From an optimization exercise on the open Yosys and OpenROAD flow, aimed at small area, a short achievable clock period and few clock cycles per item; shortcuts taken in it are not production practice.

main:
==> flow/design.v <==
package mfcc_delta_pkg;
    localparam int CEP_DATA_WIDTH = 16;
    localparam int NUM_CEP        = 13;
    localparam int DELTA_WIN      = 5;
    localparam logic [2:0] LAST_SLOT = 3'(DELTA_WIN - 1);
    localparam logic [2:0] WIN_FULL  = 3'(DELTA_WIN);
    typedef enum logic {
        FILL    = 1'b0,
        COMPUTE = 1'b1
    } state_t;
    function automatic logic [2:0] slot_sub(input logic [2:0] slot, input logic [2:0] off);
        logic [3:0] s;
        s = {1'b0, slot} + 4'd5 - {1'b0, off};
        if (s >= 4'd5) begin
            s = s - 4'd5;
        end
        slot_sub = s[2:0];
    endfunction
    function automatic logic [2:0] slot_inc(input logic [2:0] slot);
        slot_inc = (slot == LAST_SLOT) ? 3'd0 : slot + 3'd1;
    endfunction
endpackage
module delta_coef_index_cnt #(
    parameter int WIDTH = 7
) (
    input  logic             clk,
    input  logic             rst_n,
    input  logic             clr_i,
    input  logic             en_i,
    input  logic [WIDTH-1:0] limit_i,
    output logic [WIDTH-1:0] out_o,
    output logic             over_o
);
    logic [WIDTH-1:0] cnt_q;
    logic [WIDTH-1:0] cnt_d;
    assign over_o = (cnt_q == limit_i);
    assign out_o  = cnt_q;
    always_comb begin
        cnt_d = cnt_q;
        if (clr_i) begin
            cnt_d = '0;
        end else if (en_i) begin
            cnt_d = over_o ? '0 : cnt_q + WIDTH'(1);
        end
    end
    always_ff @(posedge clk or negedge rst_n) begin
        if (!rst_n) begin
            cnt_q <= '0;
        end else begin
            cnt_q <= cnt_d;
        end
    end
endmodule
module delta_cep_window_calc #(
    parameter int DATA_WIDTH = mfcc_delta_pkg::CEP_DATA_WIDTH,
    parameter int NUM_CEP    = mfcc_delta_pkg::NUM_CEP,
    parameter int IDX_WIDTH  = 7,
    parameter int OUT_WIDTH  = DATA_WIDTH + 3
) (
    input  logic                  clk,
    input  logic                  rst_n,
    input  logic                  clear,
    input  logic                  cep_in_valid,
    input  logic [DATA_WIDTH-1:0] cep_in_data,
    output logic                  cep_in_ready,
    output logic                  delta_valid,
    output logic [OUT_WIDTH-1:0]  delta_data,
    output logic [IDX_WIDTH-1:0]  delta_idx,
    output logic                  delta_frame_end
);
    localparam int RING = 4 * NUM_CEP;           
    localparam int HALF = RING / 2;              
    localparam int SW   = $clog2(RING);
    localparam int KW   = $clog2(NUM_CEP);
    localparam int PW   = DATA_WIDTH + 1;        
    localparam logic [SW-1:0] SLOT_A = SW'(RING - 2);    
    localparam logic [SW-1:0] SLOT_B = SW'(HALF - 2);    
    localparam logic [KW-1:0] K_LAST = KW'(NUM_CEP - 1);
    logic [DATA_WIDTH-1:0] ring_q [RING];
    logic [DATA_WIDTH-1:0] in_data_q;
    logic                  ins_a_q, ins_b_q;    
    logic                  ready_q;
    logic                  rdy_a_q, rdy_b_q;    
    logic [SW-1:0]         slot_q, slot_d;      
    logic                  xfer;
    logic [KW-1:0]         k_q;                 
    logic [2:0]            frames_q;            
    logic                  ins;
    logic signed [PW-1:0]        pd_q;
    logic signed [OUT_WIDTH-1:0] e_q;
    logic                  delta_valid_q;
    logic [OUT_WIDTH-1:0]  delta_data_q;
    logic                  delta_frame_end_q;
    assign xfer = cep_in_valid & ready_q & ~clear;
    assign slot_d = xfer ? slot_q : ((slot_q == SW'(RING - 1)) ? '0 : slot_q + SW'(1));
    always_ff @(posedge clk or negedge rst_n) begin
        if (!rst_n) begin
            slot_q  <= SLOT_A;
            ready_q <= 1'b1;
            rdy_a_q <= 1'b1;
            rdy_b_q <= 1'b0;
            ins_a_q <= 1'b0;
            ins_b_q <= 1'b0;
        end else begin
            slot_q  <= slot_d;
            ready_q <= (slot_d == SLOT_A) | (slot_d == SLOT_B);
            rdy_a_q <= (slot_d == SLOT_A);
            rdy_b_q <= (slot_d == SLOT_B);
            ins_a_q <= xfer & rdy_a_q;
            ins_b_q <= xfer & rdy_b_q;
        end
    end
    always_ff @(posedge clk) begin
        in_data_q <= cep_in_data;
    end
    always_ff @(posedge clk) begin
        for (int p = 0; p < RING; p++) begin
            if (p == 0)
                ring_q[p] <= ins_a_q ? in_data_q : ring_q[RING-1];
            else if (p == HALF)
                ring_q[p] <= ins_b_q ? in_data_q : ring_q[p-1];
            else
                ring_q[p] <= ring_q[p-1];
        end
    end
    logic signed [OUT_WIDTH-1:0] pd_x, old_n, cin;
    logic [DATA_WIDTH-1:0]       old;
    assign old   = rdy_b_q ? ring_q[HALF-2] : ring_q[RING-2];
    assign pd_x  = OUT_WIDTH'($signed(pd_q ^ {PW{rdy_b_q}}));
    assign old_n = {~{{(OUT_WIDTH-DATA_WIDTH-1){old[DATA_WIDTH-1]}}, old}, 1'b1};
    assign cin   = OUT_WIDTH'({rdy_b_q, ~rdy_b_q});
    always_ff @(posedge clk) begin
        pd_q         <= PW'($signed(ring_q[NUM_CEP-3])) - PW'($signed(ring_q[HALF+NUM_CEP-3]));
        e_q          <= pd_x + old_n + cin;
        delta_data_q <= (OUT_WIDTH'($signed(in_data_q)) <<< 1) + e_q;
    end
    assign ins = (ins_a_q | ins_b_q) & ~clear;
    always_ff @(posedge clk or negedge rst_n) begin
        if (!rst_n) begin
            k_q               <= K_LAST;
            frames_q          <= '0;
            delta_valid_q     <= 1'b0;
            delta_frame_end_q <= 1'b0;
        end else begin
            delta_valid_q <= ins & frames_q[2];
            if (clear) begin
                k_q               <= K_LAST;
                frames_q          <= '0;
                delta_frame_end_q <= 1'b0;
            end else if (ins) begin
                delta_frame_end_q <= (k_q == K_LAST - KW'(1));
                if (k_q == K_LAST) begin
                    k_q <= '0;
                end else begin
                    k_q <= k_q + KW'(1);
                    if (k_q == K_LAST - KW'(1) && !frames_q[2]) frames_q <= frames_q + 3'd1;
                end
            end
        end
    end
    assign cep_in_ready    = ready_q;
    assign delta_valid     = delta_valid_q;
    assign delta_data      = delta_data_q;
    assign delta_idx       = IDX_WIDTH'(k_q);
    assign delta_frame_end = delta_frame_end_q;
endmodule
==> flow/config.mk <==
export PLATFORM = sky130hd
export DESIGN_NAME = delta_cep_window_calc
export DESIGN_NICKNAME = delta_cep_window_calc
export VERILOG_FILES = /design/flow/design.v
export SDC_FILE = /design/flow/constraint.sdc
export NUM_CORES = 4
export LEC_CHECK = 0
export CAP_MARGIN = 20
export CORE_MARGIN = 2
export CORE_UTILIZATION = 40
export SLEW_MARGIN = 20
==> flow/constraint.sdc <==
create_clock -name core_clock -period 11.0 [get_ports {clk}]
set_input_delay 2.2000 -clock core_clock [delete_from_list [all_inputs] [get_ports {clk}]]
set_output_delay 2.2000 -clock core_clock [all_outputs]
set_load 0.01 [all_outputs]
run.sh (not shown) runs the stock make flow with config.mk's settings and CLKGATE_MAP_FILE= SYNTH_SCRIPT=/design/flow/synth_recipe.tcl, a recipe that flattens the netlist after the stock synthesis.
Relative to main, the following input files were edited for the feature branch:
==> flow/design.v, changed modules only <==
module delta_cep_window_calc #(
    parameter int DATA_WIDTH = mfcc_delta_pkg::CEP_DATA_WIDTH,
    parameter int NUM_CEP    = mfcc_delta_pkg::NUM_CEP,
    parameter int IDX_WIDTH  = 7,
    parameter int OUT_WIDTH  = DATA_WIDTH + 3
) (
    input  logic                  clk,
    input  logic                  rst_n,
    input  logic                  clear,
    input  logic                  cep_in_valid,
    input  logic [DATA_WIDTH-1:0] cep_in_data,
    output logic                  cep_in_ready,
    output logic                  delta_valid,
    output logic [OUT_WIDTH-1:0]  delta_data,
    output logic [IDX_WIDTH-1:0]  delta_idx,
    output logic                  delta_frame_end
);
    localparam int RING = 4 * NUM_CEP;           
    localparam int HALF = RING / 2;              
    localparam int SW   = $clog2(RING);
    localparam int KW   = $clog2(NUM_CEP);
    localparam logic [SW-1:0] SLOT_A = SW'(RING - 2);    
    localparam logic [SW-1:0] SLOT_B = SW'(HALF - 2);    
    localparam logic [KW-1:0] K_LAST = KW'(NUM_CEP - 1);
    logic [DATA_WIDTH-1:0] ring_q [RING];
    logic [DATA_WIDTH-1:0] in_data_q;
    logic                  ins_a_q, ins_b_q;    
    logic                  ready_q;
    logic                  rdy_a_q, rdy_b_q;    
    logic [SW-1:0]         slot_q, slot_d;      
    logic                  xfer;
    logic [KW-1:0]         k_q;                 
    logic [2:0]            frames_q;            
    logic                  ins;
    logic                  delta_valid_q;
    logic [OUT_WIDTH-1:0]  delta_data_q;
    logic                  delta_frame_end_q;
    assign xfer = cep_in_valid & ready_q & ~clear;
    assign slot_d = xfer ? slot_q : ((slot_q == SW'(RING - 1)) ? '0 : slot_q + SW'(1));
    always_ff @(posedge clk or negedge rst_n) begin
        if (!rst_n) begin
            slot_q  <= SLOT_A;
            ready_q <= 1'b1;
            rdy_a_q <= 1'b1;
            rdy_b_q <= 1'b0;
            ins_a_q <= 1'b0;
            ins_b_q <= 1'b0;
        end else begin
            slot_q  <= slot_d;
            ready_q <= (slot_d == SLOT_A) | (slot_d == SLOT_B);
            rdy_a_q <= (slot_d == SLOT_A);
            rdy_b_q <= (slot_d == SLOT_B);
            ins_a_q <= xfer & rdy_a_q;
            ins_b_q <= xfer & rdy_b_q;
        end
    end
    always_ff @(posedge clk) begin
        in_data_q <= cep_in_data;
    end
    always_ff @(posedge clk) begin
        for (int p = 0; p < RING; p++) begin
            if (p == 0)
                ring_q[p] <= ins_a_q ? in_data_q : ring_q[RING-1];
            else if (p == HALF)
                ring_q[p] <= ins_b_q ? in_data_q : ring_q[p-1];
            else
                ring_q[p] <= ring_q[p-1];
        end
    end
    logic [DATA_WIDTH-1:0] c_p1, c_m1, c_m2;
    logic [OUT_WIDTH-1:0]  op_x, op_y, op_z, op_w;
    logic [OUT_WIDTH-1:0]  s1, c1, s2, c2;
    assign c_p1 = ins_b_q ? ring_q[HALF + NUM_CEP - 1] : ring_q[NUM_CEP - 1];
    assign c_m1 = ins_b_q ? ring_q[NUM_CEP - 1]        : ring_q[HALF + NUM_CEP - 1];
    assign c_m2 = ins_b_q ? ring_q[HALF - 1]           : ring_q[RING - 1];
    assign op_x = {{(OUT_WIDTH-DATA_WIDTH-1){in_data_q[DATA_WIDTH-1]}}, in_data_q, 1'b1};
    assign op_y = {{(OUT_WIDTH-DATA_WIDTH-1){~c_m2[DATA_WIDTH-1]}}, ~c_m2, 1'b1};
    assign op_z = {{(OUT_WIDTH-DATA_WIDTH){c_p1[DATA_WIDTH-1]}}, c_p1};
    assign op_w = {{(OUT_WIDTH-DATA_WIDTH){~c_m1[DATA_WIDTH-1]}}, ~c_m1};
    assign s1 = op_x ^ op_y ^ op_z;
    assign c1 = {(op_x[OUT_WIDTH-2:0] & op_y[OUT_WIDTH-2:0]) | (op_x[OUT_WIDTH-2:0] & op_z[OUT_WIDTH-2:0])
                 | (op_y[OUT_WIDTH-2:0] & op_z[OUT_WIDTH-2:0]), 1'b1};
    assign s2 = s1 ^ c1 ^ op_w;
    assign c2 = {(s1[OUT_WIDTH-2:0] & c1[OUT_WIDTH-2:0]) | (s1[OUT_WIDTH-2:0] & op_w[OUT_WIDTH-2:0])
                 | (c1[OUT_WIDTH-2:0] & op_w[OUT_WIDTH-2:0]), 1'b0};
    always_ff @(posedge clk) begin
        delta_data_q <= s2 + c2;
    end
    assign ins = (ins_a_q | ins_b_q) & ~clear;
    always_ff @(posedge clk or negedge rst_n) begin
        if (!rst_n) begin
            k_q               <= K_LAST;
            frames_q          <= '0;
            delta_valid_q     <= 1'b0;
            delta_frame_end_q <= 1'b0;
        end else begin
            delta_valid_q <= ins & frames_q[2];
            if (clear) begin
                k_q               <= K_LAST;
                frames_q          <= '0;
                delta_frame_end_q <= 1'b0;
            end else if (ins) begin
                delta_frame_end_q <= (k_q == K_LAST - KW'(1));
                if (k_q == K_LAST) begin
                    k_q <= '0;
                end else begin
                    k_q <= k_q + KW'(1);
                    if (k_q == K_LAST - KW'(1) && !frames_q[2]) frames_q <= frames_q + 3'd1;
                end
            end
        end
    end
    assign cep_in_ready    = ready_q;
    assign delta_valid     = delta_valid_q;
    assign delta_data      = delta_data_q;
    assign delta_idx       = IDX_WIDTH'(k_q);
    assign delta_frame_end = delta_frame_end_q;
endmodule
==> results.txt <==
The feature branch reached the final stage; the timing, DRC and antenna checks on its layout passed.
Of main and the feature branch, the run reporting the lower number of detailed-route iterations in the first pass was the feature branch.
Looking at number of clock sinks across main and the feature branch, the one that comes out lower is the feature branch.
Cell area (the feature branch over main): decrease, 6.8%
Fraction of area in multi-input gates was higher in the run labelled main.
Route | the feature branch vs main | wire shorter in the feature branch
Diff main -> the feature branch | via count | down by more than 10%
Detailed-placement wirelength estimate shrinks by more than 10% when moving from main to the feature branch.
Post-place setup slack: the feature branch worse than main
Cmp the feature branch vs main: overall global routing resource usage lower in the feature branch
Function was not checked in any run of this note: the RTL went through the layout flow alone.

==> port drivers added, routing unchanged <==
In the flow no input, the clock included, has a driving cell. The finished layouts below were timed again as built, in two steps. Step 1: set_driving_cell puts a clkbuf_16 on clk and a buf_2 on each other input, an assumption about the parent block. Step 2 times the ports against the registers' clock, not the clock port: input delays grow and output delays shrink by t, the midpoint of the rising clock arrivals with the driver on. Three values: no drivers, after step 1, after step 2; two values: the first two.
| run | shift t [ns] | slack for setup (ns) | worst setup path at the end | worst slew at a driven data input, ns | cell pins on the clock port's net |
|---|---|---|---|---|---|
| main | 0.651 | 7.088 / 7.033 / 6.819 | input to register | 0.04 | 1 |
| the feature branch | 0.640 | 6.387 / 6.387 / 6.387 | register to register | 0.04 | 1 |
After both steps setup and hold are still met in every run listed. The setup slack of main, which loses most, moves by -0.055 ns with the drivers and by -0.269 ns with both steps.
